Background: an optimization exercise with open tools, aiming at small area, a short achievable clock period and few clock cycles per item. Do not read the settings as production practice. Where RTL was checked, it was by simulation tests only, not by an equivalence proof against the original. Function not checked in run 1: the RTL went through the layout flow alone. Power and IR drop assume default switching activity.

## design/flow/config.mk

```make
export PLATFORM = sky130hd
export DESIGN_NAME = weighted_random_neighbor_pick
export DESIGN_NICKNAME = weighted_random_neighbor_pick
export VERILOG_FILES = /design/flow/design.v
export SDC_FILE = /design/flow/constraint.sdc
export NUM_CORES = 4
export LEC_CHECK = 0
export CAP_MARGIN = 20
export CORE_MARGIN = 2
export CORE_UTILIZATION = 40
export SETUP_SLACK_MARGIN = 5
export SLEW_MARGIN = 20
```

## design/flow/constraint.sdc

```tcl
create_clock -name core_clock -period 11.0 [get_ports {clk}]
set_input_delay 2.2000 -clock core_clock [delete_from_list [all_inputs] [get_ports {clk}]]
set_output_delay 2.2000 -clock core_clock [all_outputs]
set_load 0.01 [all_outputs]
```

## design/flow/design.v

```verilog
`default_nettype none
package wrnp_pkg;
  localparam int SITE_W = 8;
  localparam int CFG_W  = 16;
  localparam int RV_W   = 31;
  localparam int E_W    = 18;    
  localparam int WGT_W  = 17;    
  localparam int TOT_W  = 20;    
  localparam int SRT_W  = 23;    
  localparam logic [CFG_W-1:0] MAXD_RESET = 16'd255;
endpackage
`default_nettype wire
`default_nettype none
module wrnp_ram (
  input  wire logic                          clk,
  input  wire logic                          rst,
  input  wire logic                          we,
  input  wire logic [4:0]                    idx,
  input  wire logic                          nonempty,
  input  wire logic                          target_valid,
  input  wire logic                          upd,
  input  wire logic [2:0]                    upd_k,
  input  wire logic [wrnp_pkg::E_W-1:0]      val,
  output logic      [5:0]                    ne,
  output logic      [6*wrnp_pkg::E_W-1:0]    e,
  output logic      [wrnp_pkg::WGT_W-1:0]    e8,
  output logic                               tv16
);
  localparam int EW = wrnp_pkg::E_W;
  function automatic logic [2:0] slot_of(input logic [4:0] i);
    case (i)
      5'd2:    slot_of = 3'd0;
      5'd3:    slot_of = 3'd1;
      5'd4:    slot_of = 3'd2;
      5'd12:   slot_of = 3'd3;
      5'd13:   slot_of = 3'd4;
      5'd14:   slot_of = 3'd5;
      5'd8:    slot_of = 3'd6;
      default: slot_of = 3'd7;
    endcase
  endfunction
  logic [2:0] k;
  assign k = upd ? upd_k : slot_of(idx);
  always_ff @(posedge clk) begin
    if (rst) begin
      ne   <= '0;
      e    <= {6{EW'(wrnp_pkg::MAXD_RESET)}};
      e8   <= wrnp_pkg::WGT_W'(wrnp_pkg::MAXD_RESET);
      tv16 <= 1'b0;
    end else if (we || upd) begin
      for (int j = 0; j < 6; j++) begin
        if (k == 3'(j)) begin
          e[j*EW +: EW] <= val;
          if (!upd)
            ne[j] <= nonempty;
        end
      end
      if (k == 3'd6)
        e8 <= val[wrnp_pkg::WGT_W-1:0];
      if (we && idx == 5'd16)
        tv16 <= target_valid;
    end
  end
endmodule
`default_nettype wire
`default_nettype none
module wrnp_div (
  input  wire logic [21:0] t,
  input  wire logic [19:0] d,
  input  wire logic [21:0] c1,
  input  wire logic        neg1,
  output logic      [19:0] rem_out
);
  logic [22:0] c2, c3;
  logic [22:0] x, y, z, cs, cc;
  assign c2 = {1'b0, t} + ~{2'b00, d, 1'b0} + 23'd1;
  assign x  = {1'b0, t};
  assign y  = ~{2'b00, d, 1'b0};
  assign z  = ~{3'b000, d};
  assign cs = x ^ y ^ z;
  assign cc = {((x[21:0] & y[21:0]) | (x[21:0] & z[21:0]) | (y[21:0] & z[21:0])), 1'b0};
  assign c3 = cs + cc + 23'd2;
  always_comb begin
    if (!c3[22])
      rem_out = c3[19:0];
    else if (!c2[22])
      rem_out = c2[19:0];
    else if (!neg1)
      rem_out = c1[19:0];
    else
      rem_out = t[19:0];
  end
endmodule
`default_nettype wire
`default_nettype none
module weighted_random_neighbor_pick (
  input  wire logic                              clk,
  input  wire logic                              rst,
  input  wire logic                              in_valid,
  output logic                                   in_ready,
  input  wire logic                              mode,
  input  wire logic [4:0]                        entry_index,
  input  wire logic                              entry_nonempty,
  input  wire logic [15:0]                       entry_distance,
  input  wire logic [15:0]                       entry_active,
  input  wire logic                              entry_target_valid,
  input  wire logic [wrnp_pkg::SITE_W-1:0]       start_site,
  input  wire logic                              at_node,
  input  wire logic                              uniform_weights,
  input  wire logic [wrnp_pkg::RV_W-1:0]         random_value,
  output logic                                   out_valid,
  input  wire logic                              out_ready,
  output logic      [wrnp_pkg::SITE_W-1:0]       next_site,
  output logic                                   moved,
  input  wire logic                              cfg_we,
  input  wire logic [wrnp_pkg::CFG_W-1:0]        cfg_wdata
);
  localparam int WW = wrnp_pkg::WGT_W;
  localparam int EW = wrnp_pkg::E_W;
  localparam int S_T = 0;    
  localparam int S_D = 1;    
  localparam int S_P = 2;    
  localparam int S_F = 3;    
  logic        s0_valid;
  logic        s0_mode;
  logic [38:0] s0_d;
  logic [3:0]  st;            
  logic        room;
  logic        adv;
  logic        load;
  logic        cfg_busy;
  logic [2:0]  ck;
  logic [15:0] maxd;
  assign adv      = (st == 4'd0) || (st[S_F] && room);
  assign in_ready = !cfg_busy && !cfg_pend && (!s0_valid || adv);
  assign load     = adv && s0_valid;
  always_ff @(posedge clk) begin
    if (rst)
      s0_valid <= 1'b0;
    else if (in_ready)
      s0_valid <= in_valid;
    if (in_ready || cfg_we) begin
      s0_mode <= mode;
      if (cfg_we)
        s0_d <= {23'd0, cfg_wdata};
      else if (mode)
        s0_d <= {1'b0, uniform_weights, at_node, |start_site[7:4], start_site[3:0], random_value};
      else
        s0_d <= {entry_target_valid, entry_nonempty, entry_active, entry_distance, entry_index};
    end
  end
  logic [4:0]  s0_idx;
  logic [3:0]  s0_site;
  logic        s0_sinv, s0_node, s0_uni;
  logic [30:0] s0_rv;
  assign s0_idx  = s0_d[4:0];
  assign s0_rv   = s0_d[30:0];
  assign s0_site = s0_d[34:31];
  assign s0_sinv = s0_d[35];
  assign s0_node = s0_d[36];
  assign s0_uni  = s0_d[37];
  logic [5:0]      t_ne;
  logic [6*EW-1:0] t_e;
  logic [WW-1:0]   t_e8;
  logic            t_tv16;
  logic [EW-1:0]   t_val;
  logic            wr;
  assign wr = load && !s0_mode;
  logic [2:0]    rd_code;
  logic [EW-1:0] rd_e;
  always_comb begin
    rd_e = {1'b0, t_e8};
    for (int k = 0; k < 6; k++)
      if (rd_code == 3'(k)) rd_e = t_e[k*EW +: EW];
  end
  always_comb begin
    logic [EW-1:0] x, y, z, cs_s, cs_c;
    if (cfg_busy) begin
      x = wq;
      y = {2'b00, maxd};
      z = ~{2'b00, b_app};
    end else begin
      x = {2'b00, maxd};
      y = {2'b00, s0_d[36:21]};
      z = (s0_idx == 5'd8) ? '1 : ~{2'b00, s0_d[20:5]};
    end
    cs_s  = x ^ y ^ z;
    cs_c  = {((x[EW-2:0] & y[EW-2:0]) | (x[EW-2:0] & z[EW-2:0]) | (y[EW-2:0] & z[EW-2:0])), 1'b1};
    t_val = cs_s + cs_c;
  end
  wrnp_ram u_table (
    .clk          (clk),
    .rst          (rst),
    .we           (wr),
    .idx          (s0_idx),
    .nonempty     (s0_d[37]),
    .target_valid (s0_d[38]),
    .upd          (cfg_busy && ck != 3'd0),
    .upd_k        (ck - 3'd1),
    .val          (t_val),
    .ne           (t_ne),
    .e            (t_e),
    .e8           (t_e8),
    .tv16         (t_tv16)
  );
  logic [15:0] b_app;
  logic        cfg_pend;
  always_ff @(posedge clk) begin
    if (rst) begin
      cfg_busy <= 1'b0;
      cfg_pend <= 1'b0;
      ck       <= 3'd0;
      maxd     <= wrnp_pkg::MAXD_RESET;
      b_app    <= wrnp_pkg::MAXD_RESET;
    end else begin
      if (cfg_we)
        cfg_pend <= 1'b1;
      if (cfg_busy) begin
        ck <= ck + 3'd1;
        if (ck == 3'd7) begin
          cfg_busy <= 1'b0;
          b_app    <= maxd;
        end
      end else if (cfg_pend) begin
        cfg_busy <= 1'b1;
        ck       <= 3'd0;
        maxd     <= s0_d[15:0];
        if (!cfg_we)
          cfg_pend <= 1'b0;
      end
    end
  end
  logic [5:0] e_pos, e_le1;
  logic       e8_pos, e8_le1, b_pos, b_le1;
  always_comb begin
    for (int k = 0; k < 6; k++) begin
      e_pos[k] = !t_e[k*EW + EW - 1] && (t_e[k*EW +: WW] != '0);
      e_le1[k] =  t_e[k*EW + EW - 1] || (t_e[k*EW + 1 +: WW - 1] == '0);
    end
    e8_pos = (t_e8 != '0);
    e8_le1 = (t_e8[WW-1:1] == '0);
    b_pos  = (maxd != '0);
    b_le1  = (maxd[15:1] == '0);
  end
  function automatic logic [2:0] slot_code(input logic [3:0] site, input logic [1:0] j);
    logic [11:0] c;
    case (site)
      4'd2:    c = {3'd5, 3'd4, 3'd6, 3'd2};
      4'd3:    c = {3'd5, 3'd4, 3'd3, 3'd6};
      4'd4:    c = {3'd4, 3'd3, 3'd6, 3'd0};
      4'd12:   c = {3'd5, 3'd6, 3'd2, 3'd1};
      4'd13:   c = {3'd6, 3'd2, 3'd1, 3'd0};
      4'd14:   c = {3'd3, 3'd6, 3'd1, 3'd0};
      default: c = '0;
    endcase
    slot_code = c[j*3 +: 3];
  endfunction
  function automatic logic is_listed(input logic [3:0] site);
    is_listed = (site == 4'd2) || (site == 4'd3) || (site == 4'd4) ||
                (site == 4'd12) || (site == 4'd13) || (site == 4'd14);
  endfunction
  function automatic logic [4:0] slot_flags(input logic [3:0] site, input logic node,
                                            input logic [5:0] fe, input logic f8,
                                            input logic f16);
    logic [4:0] m;
    for (int j = 0; j < 4; j++) begin
      logic [2:0] c;
      c = slot_code(site, 2'(j));
      m[j] = (c == 3'd6) ? (node & f8) : fe[c];
    end
    m[4] = f16;
    slot_flags = m;
  endfunction
  logic [3:0] s0_sitel;
  logic       is_trio, is_s0;
  logic [4:0] nz5, le5;
  assign is_trio = is_listed(s0_site);
  assign is_s0   = (s0_site == 4'd0);
  assign nz5 = slot_flags(s0_site, s0_node, e_pos, e8_pos, t_tv16 & b_pos);
  assign le5 = ~slot_flags(s0_site, s0_node, ~e_le1, ~e8_le1, t_tv16 & !b_le1);
  function automatic logic [3:0] fold15(input logic [6:0] a);
    logic [3:0] r;
    case (a)
      7'd0: r = 4'd0;
      7'd1: r = 4'd1;
      7'd2: r = 4'd2;
      7'd3: r = 4'd3;
      7'd4: r = 4'd4;
      7'd5: r = 4'd5;
      7'd6: r = 4'd6;
      7'd7: r = 4'd7;
      7'd8: r = 4'd8;
      7'd9: r = 4'd9;
      7'd10: r = 4'd10;
      7'd11: r = 4'd11;
      7'd12: r = 4'd12;
      7'd13: r = 4'd13;
      7'd14: r = 4'd14;
      7'd15: r = 4'd0;
      7'd16: r = 4'd1;
      7'd17: r = 4'd2;
      7'd18: r = 4'd3;
      7'd19: r = 4'd4;
      7'd20: r = 4'd5;
      7'd21: r = 4'd6;
      7'd22: r = 4'd7;
      7'd23: r = 4'd8;
      7'd24: r = 4'd9;
      7'd25: r = 4'd10;
      7'd26: r = 4'd11;
      7'd27: r = 4'd12;
      7'd28: r = 4'd13;
      7'd29: r = 4'd14;
      7'd30: r = 4'd0;
      7'd31: r = 4'd1;
      7'd32: r = 4'd2;
      7'd33: r = 4'd3;
      7'd34: r = 4'd4;
      7'd35: r = 4'd5;
      7'd36: r = 4'd6;
      7'd37: r = 4'd7;
      7'd38: r = 4'd8;
      7'd39: r = 4'd9;
      7'd40: r = 4'd10;
      7'd41: r = 4'd11;
      7'd42: r = 4'd12;
      7'd43: r = 4'd13;
      7'd44: r = 4'd14;
      7'd45: r = 4'd0;
      7'd46: r = 4'd1;
      7'd47: r = 4'd2;
      7'd48: r = 4'd3;
      7'd49: r = 4'd4;
      7'd50: r = 4'd5;
      7'd51: r = 4'd6;
      7'd52: r = 4'd7;
      7'd53: r = 4'd8;
      7'd54: r = 4'd9;
      7'd55: r = 4'd10;
      7'd56: r = 4'd11;
      7'd57: r = 4'd12;
      7'd58: r = 4'd13;
      7'd59: r = 4'd14;
      7'd60: r = 4'd0;
      7'd61: r = 4'd1;
      7'd62: r = 4'd2;
      7'd63: r = 4'd3;
      7'd64: r = 4'd4;
      7'd65: r = 4'd5;
      7'd66: r = 4'd6;
      7'd67: r = 4'd7;
      7'd68: r = 4'd8;
      7'd69: r = 4'd9;
      7'd70: r = 4'd10;
      7'd71: r = 4'd11;
      7'd72: r = 4'd12;
      7'd73: r = 4'd13;
      7'd74: r = 4'd14;
      7'd75: r = 4'd0;
      7'd76: r = 4'd1;
      7'd77: r = 4'd2;
      7'd78: r = 4'd3;
      7'd79: r = 4'd4;
      7'd80: r = 4'd5;
      7'd81: r = 4'd6;
      7'd82: r = 4'd7;
      7'd83: r = 4'd8;
      7'd84: r = 4'd9;
      7'd85: r = 4'd10;
      7'd86: r = 4'd11;
      7'd87: r = 4'd12;
      7'd88: r = 4'd13;
      7'd89: r = 4'd14;
      7'd90: r = 4'd0;
      7'd91: r = 4'd1;
      7'd92: r = 4'd2;
      7'd93: r = 4'd3;
      7'd94: r = 4'd4;
      7'd95: r = 4'd5;
      7'd96: r = 4'd6;
      7'd97: r = 4'd7;
      7'd98: r = 4'd8;
      7'd99: r = 4'd9;
      7'd100: r = 4'd10;
      7'd101: r = 4'd11;
      7'd102: r = 4'd12;
      7'd103: r = 4'd13;
      7'd104: r = 4'd14;
      7'd105: r = 4'd0;
      7'd106: r = 4'd1;
      7'd107: r = 4'd2;
      7'd108: r = 4'd3;
      7'd109: r = 4'd4;
      7'd110: r = 4'd5;
      7'd111: r = 4'd6;
      7'd112: r = 4'd7;
      7'd113: r = 4'd8;
      7'd114: r = 4'd9;
      7'd115: r = 4'd10;
      7'd116: r = 4'd11;
      7'd117: r = 4'd12;
      7'd118: r = 4'd13;
      7'd119: r = 4'd14;
      7'd120: r = 4'd0;
      7'd121: r = 4'd1;
      7'd122: r = 4'd2;
      7'd123: r = 4'd3;
      7'd124: r = 4'd4;
      7'd125: r = 4'd5;
      7'd126: r = 4'd6;
      7'd127: r = 4'd7;
      default: r = '0;
    endcase
    fold15 = r;
  endfunction
  function automatic logic [1:0] res3(input logic [3:0] a);
    logic [1:0] r;
    case (a)
      4'd0: r = 2'd0;
      4'd1: r = 2'd1;
      4'd2: r = 2'd2;
      4'd3: r = 2'd0;
      4'd4: r = 2'd1;
      4'd5: r = 2'd2;
      4'd6: r = 2'd0;
      4'd7: r = 2'd1;
      4'd8: r = 2'd2;
      4'd9: r = 2'd0;
      4'd10: r = 2'd1;
      4'd11: r = 2'd2;
      4'd12: r = 2'd0;
      4'd13: r = 2'd1;
      4'd14: r = 2'd2;
      4'd15: r = 2'd0;
      default: r = '0;
    endcase
    res3 = r;
  endfunction
  function automatic logic [2:0] res5(input logic [3:0] a);
    logic [2:0] r;
    case (a)
      4'd0: r = 3'd0;
      4'd1: r = 3'd1;
      4'd2: r = 3'd2;
      4'd3: r = 3'd3;
      4'd4: r = 3'd4;
      4'd5: r = 3'd0;
      4'd6: r = 3'd1;
      4'd7: r = 3'd2;
      4'd8: r = 3'd3;
      4'd9: r = 3'd4;
      4'd10: r = 3'd0;
      4'd11: r = 3'd1;
      4'd12: r = 3'd2;
      4'd13: r = 3'd3;
      4'd14: r = 3'd4;
      4'd15: r = 3'd0;
      default: r = '0;
    endcase
    res5 = r;
  endfunction
  function automatic logic [3:0] mod15(input logic [30:0] v);
    logic [31:0] w;
    logic [6:0]  t;
    w = {1'b0, v};
    t = (7'(5'(w[3:0]) + 5'(w[7:4])) + 7'(5'(w[11:8]) + 5'(w[15:12]))) +
        (7'(5'(w[19:16]) + 5'(w[23:20])) + 7'(5'(w[27:24]) + 5'(w[31:28])));
    mod15 = fold15(t);
  endfunction
  logic [5:0] smask;
  logic [6:0] coh;        
  logic       is_small;
  always_comb begin
    if (is_s0)
      smask = t_ne;
    else
      smask = {1'b0, nz5};
    coh = 7'd1;
    for (int i = 0; i < 6; i++)
      if (smask[i]) coh = {coh[5:0], 1'b0};
    is_small = is_s0 || s0_uni || (le5 == 5'b11111) || coh[0] || coh[1];
  end
  function automatic logic [4:0] small_side(input logic [3:0] site, input logic [5:0] m,
                                            input logic [3:0] r15, input logic [1:0] r4);
    logic [6:0] c;
    logic [2:0] sr, sj;
    logic [5:0] roh;
    logic [1:0] m3;
    logic [2:0] m5;
    c = 7'd1;
    for (int i = 0; i < 6; i++)
      if (m[i]) c = {c[5:0], 1'b0};
    m3 = res3(r15);
    m5 = res5(r15);
    sr = 3'd0;
    if (c[2]) sr = {2'b00, r4[0]};
    if (c[3]) sr = {1'b0, m3};
    if (c[4]) sr = {1'b0, r4};
    if (c[5]) sr = m5;
    if (c[6]) begin
      case ({r4[0], m3})
        3'b0_00: sr = 3'd0;
        3'b1_01: sr = 3'd1;
        3'b0_10: sr = 3'd2;
        3'b1_00: sr = 3'd3;
        3'b0_01: sr = 3'd4;
        default: sr = 3'd5;
      endcase
    end
    roh = 6'd0;
    for (int i = 0; i < 6; i++)
      if (sr == 3'(i)) roh[i] = 1'b1;
    sj = 3'd0;
    for (int i = 0; i < 6; i++) begin
      if (m[i] && roh[0])
        sj = 3'(i);
      if (m[i])
        roh = {1'b0, roh[5:1]};
    end
    small_side = slot_side(site, sj);
  endfunction
  function automatic logic [4:0] slot_side(input logic [3:0] site, input logic [2:0] j);
    logic [4:0] s;
    s = 5'd16;
    case (site)
      4'd0:  case (j) 3'd0: s = 5'd2;  3'd1: s = 5'd3;  3'd2: s = 5'd4;
                      3'd3: s = 5'd12; 3'd4: s = 5'd13; default: s = 5'd14; endcase
      4'd2:  case (j) 3'd0: s = 5'd4;  3'd1: s = 5'd8;  3'd2: s = 5'd13; 3'd3: s = 5'd14; default: s = 5'd16; endcase
      4'd3:  case (j) 3'd0: s = 5'd8;  3'd1: s = 5'd12; 3'd2: s = 5'd13; 3'd3: s = 5'd14; default: s = 5'd16; endcase
      4'd4:  case (j) 3'd0: s = 5'd2;  3'd1: s = 5'd8;  3'd2: s = 5'd12; 3'd3: s = 5'd13; default: s = 5'd16; endcase
      4'd12: case (j) 3'd0: s = 5'd3;  3'd1: s = 5'd4;  3'd2: s = 5'd8;  3'd3: s = 5'd14; default: s = 5'd16; endcase
      4'd13: case (j) 3'd0: s = 5'd2;  3'd1: s = 5'd3;  3'd2: s = 5'd4;  3'd3: s = 5'd8;  default: s = 5'd16; endcase
      4'd14: case (j) 3'd0: s = 5'd2;  3'd1: s = 5'd3;  3'd2: s = 5'd8;  3'd3: s = 5'd12; default: s = 5'd16; endcase
      default: s = 5'd16;
    endcase
    slot_side = s;
  endfunction
  logic [3:0]  j_site;
  logic [4:0]  j_nz;          
  logic        j_small;       
  logic [4:0]  rm;            
  logic [21:0] rr;            
  logic [30:0] rq;            
  logic [19:0] dv;            
  logic [4:0]  nsh;           
  logic [3:0]  cnt;
  logic [7:0]  res_site;
  logic        res_moved;
  logic [2:0]    jn, jn2;
  logic          rm_last;     
  logic [EW-1:0] wq;          
  logic [2:0]    wj_n;        
  logic [EW-1:0] wj;
  logic [3:0]    wsite;
  always_comb begin
    logic [4:0] rest;
    jn = 3'd4;
    for (int i = 3; i >= 0; i--)
      if (rm[i]) jn = 3'(i);
    rest = rm & ~(5'd1 << jn);
    jn2 = 3'd4;
    for (int i = 3; i >= 0; i--)
      if (rest[i]) jn2 = 3'(i);
    rm_last = (rest == 5'd0);
  end
  always_comb begin
    wj_n = 3'd4;
    if (st == 4'd0 || st[S_F]) begin
      wsite = s0_site;
      for (int i = 3; i >= 0; i--)
        if (nz5[i]) wj_n = 3'(i);
    end else if (st[S_D]) begin
      wsite = j_site;
      for (int i = 3; i >= 0; i--)
        if (j_nz[i]) wj_n = 3'(i);
    end else begin
      wsite = j_site;
      wj_n  = jn2;
    end
    rd_code = cfg_busy ? ck : slot_code(wsite, wj_n[1:0]);
    if (cfg_busy)
      wj = rd_e;
    else if (wj_n[2])
      wj = {2'b00, maxd};
    else
      wj = rd_e[EW-1] ? '0 : {1'b0, rd_e[WW-1:0]};
  end
  logic [21:0] t4;
  logic [22:0] a_sum;
  logic [21:0] a_y;
  logic        a_neg;
  logic        a_sub;
  logic [21:0] a_a, a_b;
  assign t4 = {rr[19:0], rq[30:29]};
  always_comb begin
    a_sub = !st[S_T];
    a_a   = st[S_D] ? t4 : rr;
    a_b   = st[S_D] ? {2'b00, dv} : {5'd0, wq[WW-1:0]};
    a_sum = {1'b0, a_a} + {1'b0, a_sub ? ~a_b : a_b} + 23'(a_sub);
    a_y   = a_sum[21:0];
    a_neg = a_sub && !a_sum[22];
  end
  logic [19:0] div_rem;
  logic [4:0] lz;
  always_comb begin
    lz = 5'd0;
    for (int i = 0; i < 20; i++)
      if (a_y[i]) lz = 5'(19 - i);
  end
  logic [19:0] sh_in, sh_out, rrev;
  always_comb begin
    for (int i = 0; i < 20; i++)
      rrev[i] = div_rem[19 - i];
    sh_in  = st[S_D] ? rrev : a_y[19:0];
    sh_out = sh_in << (st[S_D] ? nsh : lz);
  end
  wrnp_div u_div (
    .t       (t4),
    .d       (dv),
    .c1      (a_y),
    .neg1    (a_neg),
    .rem_out (div_rem)
  );
  logic       push;
  logic [7:0] push_site;
  logic       push_moved;
  assign push       = st[S_F] && room;
  assign push_site  = j_small ? {3'b000, small_side(j_site, rr[11:6], rr[3:0], rr[5:4])} : res_site;
  assign push_moved = j_small ? 1'b1 : res_moved;
  logic go_div;
  assign go_div = s0_mode && !s0_sinv && is_trio && !is_small;
  always_ff @(posedge clk) begin
    if (rst) begin
      st <= 4'd0;
    end else if (adv) begin
      if (!s0_valid)
        st <= 4'd0;
      else if (go_div)
        st <= 4'd1 << S_T;
      else
        st <= 4'd1 << S_F;
    end else begin
      if (st[S_T] && rm_last) st <= 4'd1 << S_D;
      if (st[S_D] && cnt == 4'd0) st <= 4'd1 << S_P;
      if (st[S_P] && (rm_last || a_neg)) st <= 4'd1 << S_F;
    end
  end
  always_ff @(posedge clk) begin
    if (load) begin
      j_site  <= s0_site;
      j_nz    <= nz5;
      j_small <= s0_mode && !s0_sinv && (is_s0 || is_trio) && smask != 6'd0 && !go_div;
      rm      <= nz5;
      rr      <= go_div ? 22'd0 : {10'd0, smask, s0_rv[1:0], mod15(s0_rv)};
      rq      <= s0_rv;
      wq      <= wj;
      res_moved <= 1'b0;
      if (!s0_mode)
        res_site <= 8'd0;
      else if (s0_sinv)
        res_site <= 8'hFF;
      else
        res_site <= {4'h0, s0_site};
    end else begin
      if (st[S_T]) begin
        rm <= rm & ~(5'd1 << jn);
        wq <= wj;
        if (!rm_last) begin
          rr <= a_y;
        end else begin
          nsh <= lz;
          dv  <= sh_out;
          cnt <= 4'(5'd5 + ((lz + 5'd1) >> 1));
          if (lz[0]) begin
            rr <= 22'(rq[30:13]);
            rq <= {rq[12:0], 18'd0};
          end else begin
            rr <= 22'(rq[30:12]);
            rq <= {rq[11:0], 19'd0};
          end
        end
      end
      if (st[S_D]) begin
        cnt <= cnt - 4'd1;
        rq  <= {rq[28:0], 2'b00};
        if (cnt != 4'd0) begin
          rr <= 22'(div_rem);
        end else begin
          for (int i = 0; i < 20; i++)
            rr[i] <= sh_out[19 - i];
          rr[21:20] <= 2'b00;
          rm <= j_nz;
          wq <= wj;
        end
      end
      if (st[S_P]) begin
        if (rm_last || a_neg) begin
          res_site  <= {3'b000, slot_side(j_site, jn)};
          res_moved <= 1'b1;
        end else begin
          rr <= a_y;
          rm <= rm & ~(5'd1 << jn);
          wq <= wj;
        end
      end
      if (st == 4'd0 && cfg_busy)
        wq <= wj;
    end
  end
  logic       sk_valid;
  logic [7:0] sk_site;
  logic       sk_moved;
  assign room = !sk_valid;
  always_ff @(posedge clk) begin
    if (rst) begin
      out_valid <= 1'b0;
      sk_valid  <= 1'b0;
    end else if (!out_valid || out_ready) begin
      if (sk_valid) begin
        out_valid <= 1'b1;
        sk_valid  <= 1'b0;
      end else begin
        out_valid <= push;
      end
    end else if (push) begin
      sk_valid <= 1'b1;
    end
    if (!out_valid || out_ready) begin
      if (sk_valid) begin
        next_site <= sk_site;
        moved     <= sk_moved;
      end else begin
        next_site <= push_site;
        moved     <= push_moved;
      end
    end
    if (push) begin
      sk_site  <= push_site;
      sk_moved <= push_moved;
    end
  end
endmodule
`default_nettype wire
```

## design/flow/run.sh

```bash
#!/bin/bash
# synth_recipe.tcl (not shown) runs the flow's synth.tcl, then flattens the netlist and writes it again
# the make line also repeats each setting of config.mk as NAME=value (left out here)
make -C /OpenROAD-flow-scripts/flow DESIGN_CONFIG=/design/flow/config.mk WORK_HOME=/design/flow/orfs CLKGATE_MAP_FILE= SYNTH_SCRIPT=/design/flow/synth_recipe.tcl finish
```

==> results of run 1 <==
## cells in the final DEF (no fill, tap or decap), types with 15 or more instances in the layout
| cell | synthesis | final |
|---|---|---|
| edfxtp_1 | 130 | 130 |
| nor2b_1 | 26 | 24 |
| or3_1 | 25 | 24 |
| o21ai_0 | 225 | 215 |
| or2_2 | 17 | 17 |
| ha_1 | 130 | 108 |
| a21o_1 | 27 | 25 |
| ha_2 | 0 | 16 |
| mux2_2 | 38 | 37 |
| o31ai_1 | 32 | 25 |
| and2_1 | 33 | 29 |
| nand3_1 | 120 | 118 |
| nor4_1 | 53 | 43 |
| a21oi_1 | 294 | 277 |
| mux2i_1 | 153 | 149 |
| clkdlybuf4s50_1 | 0 | 109 |
| nand4_1 | 26 | 26 |
| a22oi_1 | 21 | 19 |
| a22o_1 | 23 | 23 |
| nor3_1 | 76 | 68 |
| inv_1 | 168 | 152 |
| xor2_1 | 26 | 22 |
| buf_4 | 5 | 139 |
| nand2b_1 | 21 | 21 |
| nand3b_1 | 19 | 19 |
| o22ai_1 | 17 | 15 |
| a31oi_1 | 47 | 46 |
| and3_1 | 33 | 33 |
| o21a_1 | 38 | 38 |
| o211ai_1 | 107 | 107 |
| fa_1 | 60 | 55 |
| o221ai_1 | 26 | 24 |
| dfxtp_1 | 227 | 219 |
| clkbuf_16 | 0 | 45 |
| nand2_1 | 555 | 549 |
| a211oi_1 | 56 | 45 |
| xnor2_1 | 60 | 55 |
| nor2_1 | 240 | 234 |
## power breakdown
part / total [mW] / switching (mW) / leakage (nW) / internal (mW)
registers: 1.70 / 0.181 / 3.12 / 1.52
logic: 7.16 / 4.40 / 9.83 / 2.76
clock network: 1.63 / 0.667 / 0.778 / 0.965
## area by class of cell
| type | count | area, sq um | share of cell area, % |
|---|---|---|---|
| clock buffer | 59 | 1230 | 3.45 |
| antenna | 1 | 2.50 | 0.00703 |
| multi-input combinational | 2954 | 21000 | 59.1 |
| sequential | 357 | 8470 | 23.8 |
| inverter | 174 | 691 | 1.94 |
| clock inverter | 24 | 384 | 1.08 |
| timing repair buffer | 275 | 2550 | 7.18 |
| tap | 969 | 1210 | 3.41 |
## path summary, 6_finish.rpt
path / start / to / cells after the start
hold / removal: b_app[9] / b_app[9] / 2
setup reg to reg: rr[5] / flip-flop / 20
hold reg to reg: b_app[9] / b_app[9] / 2
setup / recovery: rr[5] / flip-flop / 20
## repair_timing
item | 4_1_cts | 5_1_grt
setup endpoints to repair | 88 | 67
cloned | 2 | 2
pin swaps | 38 | 24
hold buffers | 0 | 0
setup buffers | 65 | 42
gates resized for setup | 154 | 104
## layer usage
layer | wire length (microns) | GRT usage, %
met5 | 13 | 0
met4 | 8190 | 15.1
met3 | 11400 | 6.09
met2 | 52200 | 46.6
met1 | 50000 | 40.5
## synthesized netlist by cell type, types with 27 or more instances
library cell	number
a211oi_1	56
a21o_1	27
a21oi_1	294
a31oi_1	47
and2_1	33
and3_1	33
clkbuf_1	197
dfxtp_1	227
edfxtp_1	130
fa_1	60
ha_1	130
inv_1	168
mux2_2	38
mux2i_1	153
nand2_1	555
nand3_1	120
nor2_1	240
nor3_1	76
nor4_1	53
o211ai_1	107
o21a_1	38
o21ai_0	225
o31ai_1	32
xnor2_1	60
## worst max-delay path, stage by stage (launching register included)
cell and delay (ns):
dfxtp_1 0.42, buf_4 0.27, ha_1 0.27, or3_1 0.39, and3_1 0.19, a22o_1 0.29, o211ai_1 0.62, nand2_4 0.35
or4_1 0.74, a22oi_2 0.34, mux2i_1 0.21, o221ai_2 0.32, a22o_1 0.21, a21oi_2 0.06, a22oi_2 0.19, o21ai_2 0.10
a21o_2 0.24, buf_6 0.13, ha_4 0.26, inv_2 0.03, mux4_2 0.43
## metrics by stage
stage | total power [mW] | util [%] | area, sq um | worst slack, ns
after global placement | 7.60 | 42.8 | 31800 | 2.95
after CTS | 9.77 | 46.7 | 34700 | 4.86
after global routing | 11.0 | 48.0 | 35600 | 4.61
final | 10.5 | 48.0 | 35600 | 4.80
after detailed placement | 7.57 | 42.8 | 31800 | 2.73
after floorplan | 5.79 | - | 30100 | 5.00
## cells by family (layout without fill, tap and decap cells)
family | after synthesis | in the layout
flops | 357 | 357
other cells | 0 | 1
compound gates | 1170 | 1171
fa+ha+maj | 193 | 193
buf+inv | 425 | 532
mux | 197 | 197
xor+xnor | 86 | 86
simple gates | 1306 | 1307
## sequential cells by signal, indices dropped and copies added, names as in the netlist, 17 cells and up, named ones only
register and count:
dv 20, u_table.e8 17, rq 31, wq 18, u_table.e 108, rr 22, s0_d 39
==> metrics.cfg, run 1 <==
[clock_network]
cts.sinks = 357
clkLatencyLatePin_ns = 0.62
htreeDepth = 2
clock_path_buffers = 3
cts_buffers = 45
cts_tree = yes
clk_pin_slew_ns = 0.06
cts_root_buf = clkbuf_16

[finish]
drive_above_1_share_pct = 14.4
final_cells = 4813
final_nets = 4099
synthToLayoutAreaGrowth_pct = 18.9
fillers = 7216

[power]
power.static_leakage_nw = 13.7
powerDensity_mw_per_mm2 = 295
ir_drop_mv = 0.917

[detailed_routing]
drc = 0
ant_nets = 0
drt-vias-per-instance = 6.33
wl_per_cell_microns = 25.3
wirelength_microns = 122000
drt-initial-drc-count = 3989
dr.pass1.iters = 8
vias = 30455

[grt]
first_global_vias = 27831
grtUsageTotal_pct = 30.4
grt_start_max_net_pins = 86
antenna_found_initial = 1
grt_pass1_wl_microns = 180000
grt-ovfl-total = 0

[floorplanning]
die_w_microns = 277
start_util_pct = 40.3
design.die.area_sq_mm = 0.0770
rows = 100
ioPinCount = 113
core_sq_mm = 0.0742
die_h_microns = 277

[critical_path]
end_kind = flip-flop
start_kind = flip-flop
required_ns = 11.49
rrSetupSlack_ns = 4.80
cp_max_fo = 16
crit_type = reg -> reg
arrival_ns = 6.69

[worst_hold_path]
hp-class = reg -> reg

[run_status]
status = finished clean

[placed_design]
dp_hpwl_microns = 88500
port-buffer-count = 112
gp_congestion = 1.07
placedCellCount = 4618

[synthesis]
synth_seq_cells = 357
synth_compound_area_share_pct = 26.5
synth_fa_ha_area_share_pct = 9.55
synth-simple-area-share_pct = 20.6
netlist.top_cell.by_area = dfxtp_1
yosys_warnings = 3
synth_nets = 4026
synth.distinct_cells = 126
syn-cell-area_sq_mm = 0.0299
synthMuxAreaShare_pct = 6.94
synthArstFlopShare_pct = 0
synthTopCellsByArea = dfxtp_1 15%, edfxtp_1 13%, nand2_1 7.0%, ha_1 5.4%, mux2i_1 5.1%
yosysSeqAreaShare_pct = 28.2
synth_top_family_by_area = compound AO/OA/AOI/OAI gates
yosysTopAreaCellShare_pct = 15.2
synth_enable_flop_cells = 130
avgSynthCellArea_sq_um = 8.01
synth-main-ff-cell = dfxtp_1
synthXorXnorAreaFrac_pct = 2.52
syn_inst = 3734

[timing]
fin_hold_ws_ns = 0.455
slew_headroom_pct = 18.1
tightestPinTransition_ns = 1.22
final-hold-violation-count = 0
final-max-slew-violation-count = 0
setup-violations-final = 0
rsz0062_at_grt = yes
timing.fmax_ghz = 0.161
setup_tns_ns = 0
clock_skew_ns = 0.0279
post-route-period-util_pct = 56.4
fin_crit_ns = 6.20

[job]
maxCapViolCount = 0

==> run 2: changes to the inputs <==
--- a/design/flow/design.v
+++ b/design/flow/design.v
@@ -118,20 +118,22 @@
   localparam int WW = wrnp_pkg::WGT_W;
   localparam int EW = wrnp_pkg::E_W;
   localparam int S_T = 0;    
-  localparam int S_D = 1;    
-  localparam int S_P = 2;    
-  localparam int S_F = 3;    
+  localparam int S_N = 1;    
+  localparam int S_D = 2;    
+  localparam int S_U = 3;    
+  localparam int S_P = 4;    
+  localparam int S_F = 5;    
   logic        s0_valid;
   logic        s0_mode;
   logic [38:0] s0_d;
-  logic [3:0]  st;            
+  logic [5:0]  st;            
   logic        room;
   logic        adv;
   logic        load;
   logic        cfg_busy;
   logic [2:0]  ck;
   logic [15:0] maxd;
-  assign adv      = (st == 4'd0) || (st[S_F] && room);
+  assign adv      = (st == 6'd0) || (st[S_F] && room);
   assign in_ready = !cfg_busy && !cfg_pend && (!s0_valid || adv);
   assign load     = adv && s0_valid;
   always_ff @(posedge clk) begin
@@ -565,11 +567,11 @@
   end
   always_comb begin
     wj_n = 3'd4;
-    if (st == 4'd0 || st[S_F]) begin
+    if (st == 6'd0 || st[S_F]) begin
       wsite = s0_site;
       for (int i = 3; i >= 0; i--)
         if (nz5[i]) wj_n = 3'(i);
-    end else if (st[S_D]) begin
+    end else if (st[S_U]) begin
       wsite = j_site;
       for (int i = 3; i >= 0; i--)
         if (j_nz[i]) wj_n = 3'(i);
@@ -585,6 +587,19 @@
     else
       wj = rd_e[EW-1] ? '0 : {1'b0, rd_e[WW-1:0]};
   end
+  logic [4:0] lz;
+  always_comb begin
+    lz = 5'd0;
+    for (int i = 0; i < 20; i++)
+      if (rr[i]) lz = 5'(19 - i);
+  end
+  logic [19:0] sh_in, sh_out, rrev;
+  always_comb begin
+    for (int i = 0; i < 20; i++)
+      rrev[i] = rr[19 - i];
+    sh_in  = st[S_U] ? rrev : rr[19:0];
+    sh_out = sh_in << (st[S_U] ? nsh : lz);
+  end
   logic [21:0] t4;
   logic [22:0] a_sum;
   logic [21:0] a_y;
@@ -601,19 +616,6 @@
     a_neg = a_sub && !a_sum[22];
   end
   logic [19:0] div_rem;
-  logic [4:0] lz;
-  always_comb begin
-    lz = 5'd0;
-    for (int i = 0; i < 20; i++)
-      if (a_y[i]) lz = 5'(19 - i);
-  end
-  logic [19:0] sh_in, sh_out, rrev;
-  always_comb begin
-    for (int i = 0; i < 20; i++)
-      rrev[i] = div_rem[19 - i];
-    sh_in  = st[S_D] ? rrev : a_y[19:0];
-    sh_out = sh_in << (st[S_D] ? nsh : lz);
-  end
   wrnp_div u_div (
     .t       (t4),
     .d       (dv),
@@ -631,18 +633,20 @@
   assign go_div = s0_mode && !s0_sinv && is_trio && !is_small;
   always_ff @(posedge clk) begin
     if (rst) begin
-      st <= 4'd0;
+      st <= 6'd0;
     end else if (adv) begin
       if (!s0_valid)
-        st <= 4'd0;
+        st <= 6'd0;
       else if (go_div)
-        st <= 4'd1 << S_T;
+        st <= 6'd1 << S_T;
       else
-        st <= 4'd1 << S_F;
+        st <= 6'd1 << S_F;
     end else begin
-      if (st[S_T] && rm_last) st <= 4'd1 << S_D;
-      if (st[S_D] && cnt == 4'd0) st <= 4'd1 << S_P;
-      if (st[S_P] && (rm_last || a_neg)) st <= 4'd1 << S_F;
+      if (st[S_T] && rm_last) st <= 6'd1 << S_N;
+      if (st[S_N])            st <= 6'd1 << S_D;
+      if (st[S_D] && cnt == 4'd0) st <= 6'd1 << S_U;
+      if (st[S_U])            st <= 6'd1 << S_P;
+      if (st[S_P] && (rm_last || a_neg)) st <= 6'd1 << S_F;
     end
   end
   always_ff @(posedge clk) begin
@@ -651,7 +655,7 @@
       j_nz    <= nz5;
       j_small <= s0_mode && !s0_sinv && (is_s0 || is_trio) && smask != 6'd0 && !go_div;
       rm      <= nz5;
-      rr      <= go_div ? 22'd0 : {10'd0, smask, s0_rv[1:0], mod15(s0_rv)};
+      rr      <= {10'd0, smask, s0_rv[1:0], mod15(s0_rv)};
       rq      <= s0_rv;
       wq      <= wj;
       res_moved <= 1'b0;
@@ -663,35 +667,33 @@
         res_site <= {4'h0, s0_site};
     end else begin
       if (st[S_T]) begin
+        rr <= (st == (6'd1 << S_T) && rm == j_nz) ? {5'd0, wq[WW-1:0]} : a_y;
         rm <= rm & ~(5'd1 << jn);
         wq <= wj;
-        if (!rm_last) begin
-          rr <= a_y;
+      end
+      if (st[S_N]) begin
+        nsh <= lz;
+        dv  <= sh_out;
+        cnt <= 4'(5'd5 + ((lz + 5'd1) >> 1));
+        if (lz[0]) begin
+          rr <= 22'(rq[30:13]);
+          rq <= {rq[12:0], 18'd0};
         end else begin
-          nsh <= lz;
-          dv  <= sh_out;
-          cnt <= 4'(5'd5 + ((lz + 5'd1) >> 1));
-          if (lz[0]) begin
-            rr <= 22'(rq[30:13]);
-            rq <= {rq[12:0], 18'd0};
-          end else begin
-            rr <= 22'(rq[30:12]);
-            rq <= {rq[11:0], 19'd0};
-          end
+          rr <= 22'(rq[30:12]);
+          rq <= {rq[11:0], 19'd0};
         end
       end
       if (st[S_D]) begin
         cnt <= cnt - 4'd1;
         rq  <= {rq[28:0], 2'b00};
-        if (cnt != 4'd0) begin
-          rr <= 22'(div_rem);
-        end else begin
-          for (int i = 0; i < 20; i++)
-            rr[i] <= sh_out[19 - i];
-          rr[21:20] <= 2'b00;
-          rm <= j_nz;
-          wq <= wj;
-        end
+        rr  <= 22'(div_rem);
+      end
+      if (st[S_U]) begin
+        for (int i = 0; i < 20; i++)
+          rr[i] <= sh_out[19 - i];
+        rr[21:20] <= 2'b00;
+        rm <= j_nz;
+        wq <= wj;
       end
       if (st[S_P]) begin
         if (rm_last || a_neg) begin
@@ -703,7 +705,7 @@
           wq <= wj;
         end
       end
-      if (st == 4'd0 && cfg_busy)
+      if (st == 6'd0 && cfg_busy)
         wq <= wj;
     end
   end
==> run 2 against run 1 <==
- worst setup slack improved by 0.29 ns
- design area decreased by 8.5%
- synthesized cell count decreased by 4.6%
- wire length decreased by 15%
- die area decreased by 3.8%
- highest routed layer is now met4
- first-iteration DRC count decreased by 31%
- largest power group unchanged
- combinational power increased by 21%
- via count decreased by 9.8%
==> metrics.cfg, run 2 <==
[run_status]
status = finished clean

[clock_network]
hold_buffers = 0  ; unchanged
clkLatencyLatePin_ns = 0.59  ; -0.03 ns
cts_buffers = 43  ; -4.4%
clock_path_buffers = 3  ; unchanged
htreeDepth = 2  ; unchanged
cts_root_buf = clkbuf_16
cts.sinks = 359  ; +0.56%
cts_tree = yes
clk_pin_slew_ns = 0.07  ; about the same

[power]
p_int_mw = 5.79  ; +10%
seqPwrFrac_pct = 15.7  ; -0.5 points
p_switching_mw = 6.26  ; +19%
p_comb_share_pct = 72.0  ; +3.8 points
pwr-share-clk_pct = 12.3  ; -3.3 points
power.static_leakage_nw = 12.9  ; -5.8%
powerDensity_mw_per_mm2 = 370  ; +26%
switching_share_pct = 51.9  ; +2.0 points
ir_drop_mv = 0.776  ; -15%

[detailed_routing]
drt-vias-per-instance = 6.03  ; -4.8%
wl_per_cell_microns = 22.8  ; -10%
ant_nets = 0  ; unchanged
drc = 0  ; unchanged
wirelength_microns = 104000  ; -15%
vias = 27481  ; -9.8%
drt-initial-drc-count = 2750  ; -31%
dr.pass1.iters = 6  ; -2

[placed_design]
gp_congestion = 0.976  ; -8.8%
dp_hpwl_microns = 75100  ; -15%
place_ws_ns = 4.25  ; +1.52 ns
port-buffer-count = 112  ; unchanged

[timing]
final-max-slew-violation-count = 0  ; unchanged
clock_skew_ns = 0.0231  ; -0.00472 ns
final-hold-violation-count = 0  ; unchanged
slew_headroom_pct = 21.5  ; +3.4 points
tightestPinTransition_ns = 1.18  ; -0.0433 ns
setup_tns_ns = 0  ; unchanged
rsz0062_at_grt = yes
setup_ws_ns = 5.09  ; +0.292 ns
fin_crit_ns = 5.91  ; -0.292 ns
setup-violations-final = 0  ; unchanged
timing.fmax_ghz = 0.169  ; +4.9%
post-route-period-util_pct = 53.7  ; -2.7 points

[critical_path]
r2r-start = s0_d[14]
reg2reg_depth = 20  ; unchanged
required_ns = 11.48  ; about the same
arrival_ns = 6.39  ; -0.30 ns
cp_max_fo = 6  ; -10
rrSetupSlack_ns = 5.09  ; +0.29 ns
start_kind = flip-flop
crit_start = s0_d[14]
end_kind = flip-flop
crit_type = reg -> reg

[finish]
largest_register_ffs = 108  ; unchanged
drive_above_1_share_pct = 8.09  ; -6.3 points
synthToLayoutAreaGrowth_pct = 13.1
reg_top3 = u_table.e (108), s0_d (39), rq (31)
final_nets = 3866  ; -5.7%
final_cell_mix = 506 x nand2_1, 309 x a21oi_1, 255 x nor2_1
regMostFlops = u_table.e
final_common_cell = nand2_1

[synthesis]
synthArstFlopShare_pct = 0  ; unchanged
synth_nets = 3854  ; -4.3%
yosysTopAreaCellShare_pct = 15.9  ; +0.74 points
yosys_warnings = 3  ; unchanged
synthTopCellsByArea = dfxtp_1 16%, edfxtp_1 14%, mux2i_1 7.4%, nand2_1 6.6%, ha_1 5.6%
yosysSeqAreaShare_pct = 29.5  ; +1.3 points
synth_seq_cells = 359  ; +0.56%
synth_commonest_cells = 507 x nand2_1, 313 x a21oi_1, 257 x nor2_1
syn_inst = 3562  ; -4.6%
synth_enable_flop_cells = 130  ; unchanged
avgSynthCellArea_sq_um = 8.08  ; +0.81%
synth.distinct_cells = 103  ; -18%
synth-main-ff-cell = dfxtp_1
synth.most_common_cell = nand2_1
netlist.top_cell.by_area = dfxtp_1
syn-cell-area_sq_mm = 0.0288  ; -3.8%

[floorplanning]
design.die.area_sq_mm = 0.0741  ; -3.8%
die_w_microns = 272  ; -1.9%
ioPinCount = 113  ; unchanged
core_sq_mm = 0.0714  ; -3.8%
rows = 98  ; -2.0%
start_util_pct = 40.3  ; about the same
die_h_microns = 272  ; -1.9%

[grt]
grt_pass1_wl_microns = 158000  ; -12%
antenna_found_initial = 2  ; +1
grt_start_max_net_pins = 99  ; +15%
grt-ovfl-total = 0  ; unchanged
first_global_vias = 26025  ; -6.5%
grtUsageTotal_pct = 27.3  ; -3.1 points

[worst_hold_path]
hp-class = reg -> reg
min-delay-start = b_app[8]

[job]
maxCapViolCount = 0  ; unchanged

[run 2: logic make-up (layout without fill, tap and decap cells)]
group	Yosys count	in the layout	share of synthesized area, %
DFF	359	359	29.5
buffers and inverters	437	484	5.94
and+or+nand+nor	1170	1170	18.6
xor gates and xnor gates	104	104	3.17
other	0	1	0
AOI/OAI and AO/OA	1050	1050	24.0
muxes	250	250	8.91
adders and majority gates	192	192	9.92
[run 2: worst max-delay path: stages, from the launching register on]
cell      delay, ns
edfxtp_1       0.42
fa_1           0.55
inv_1          0.06
fa_1           0.55
fa_1           0.44
fa_1           0.49
inv_1          0.04
ha_2           0.18
fa_2           0.45
a21o_1         0.21
a21o_1         0.23
o21ai_0        0.35
mux2_2         0.38
nand2_1        0.06
o311a_1        0.20
a21oi_1        0.06
nand2_1        0.19
inv_1          0.11
ha_1           0.32
a221oi_1       0.26
a21bo_2        0.25
[run 2: final cells by class]
class | count | area [sq um]
Antenna cell | 1 | 2.50
Clock buffer | 67 | 1290
Clock inverter | 13 | 159
Fill cell | 7213 | 38800
Inverter | 197 | 744
Multi-Input combinational cell | 2766 | 18800
Sequential cell | 359 | 8500
Tap cell | 950 | 1190
Timing Repair Buffer | 207 | 1870
[run 2: how the worst min path moves through the flow]
stage | endpoint | slack, ns | cells past startpoint
final | b_app[8] | 0.46 | 2
after global routing | b_app[8] | 0.48 | 2
after CTS | b_app[8] | 0.46 | 2
after detailed placement | b_app[8] | 0.45 | 2
after global placement | b_app[13] | 0.45 | 2
after floorplan | res_moved | 0.43 | 2
[run 2: what timing repair did]
action / in CTS / in global routing
gates resized for setup: 18 / 17
setup buffers: 15 / 12
endpoints found under the hold margin: 0 / 0
setup endpoints to repair: 25 / 35
pin swaps: 6 / 10
[run 2: power groups by stage]
stage / Clock [mW] / Sequential (mW) / Combinational [mW]
after CTS: 1.50 / 1.87 / 8.20
final: 1.48 / 1.89 / 8.68
after floorplan: 0 / 1.77 / 5.75
after global routing: 1.55 / 1.89 / 9.43
after global placement: 0 / 1.90 / 7.80
after detailed placement: 0 / 1.90 / 7.82
[run 2: through the flow]
stage / power, mW / std cells / hold slack [ns] / util (%) / area (sq um)
floorplan: 7.52 / 3562 / 0.433 / - / 28800
global placement: 9.70 / 4452 / 0.447 / 43.0 / 30700
detailed placement: 9.73 / 4452 / 0.449 / 43.0 / 30700
CTS: 11.6 / 4547 / 0.457 / 45.4 / 32400
global route: 12.9 / 4559 / 0.478 / 45.6 / 32500
finish: 12.1 / 4560 / 0.457 / 45.6 / 32500
[run 2: per-layer routing]
metal  wire (microns)  GRT usage, %  vias up
li1                 -             -    12961
met5                0             0        -
met3             8700          4.73      255
met2            47800          44.7     1183
met4             4820          11.2        0
met1            42600          35.5    13082
Testbench counts of run 2, summed over its fixed seeds: cycles 46,530, items 8,000.

static timing again, ports no longer ideal:
The flow's constraints put no driver on any port. The routed layouts listed below were extracted and timed again, unchanged, in two steps. Step 1 assumes that a clkbuf_16 drives the clock port and a buf_2 every other input. Step 2 moves the port delays by t, midway between the first and last clock arrival at a register: inputs arrive t later, outputs are due t later. That takes back most of the time a late clock gives input paths. Slacks: ideal ports / drivers / drivers and shift; pairs: ideal ports / drivers.
| run | t, ns | setup WS [ns] | worst hold slack (ns) | worst register clock-pin slew, ns | worst slew at a driven data input, ns |
|---|---|---|---|---|---|
| run 1 | 0.667 | 4.800 / 4.800 / 4.800 | 0.455 / 0.455 / 0.455 | 0.06 / 0.06 | 0.06 |
| run 2 | 0.641 | 5.091 / 5.091 / 5.091 | 0.457 / 0.457 / 0.457 | 0.07 / 0.07 | 0.05 |
After both steps every run listed still meets setup and hold.
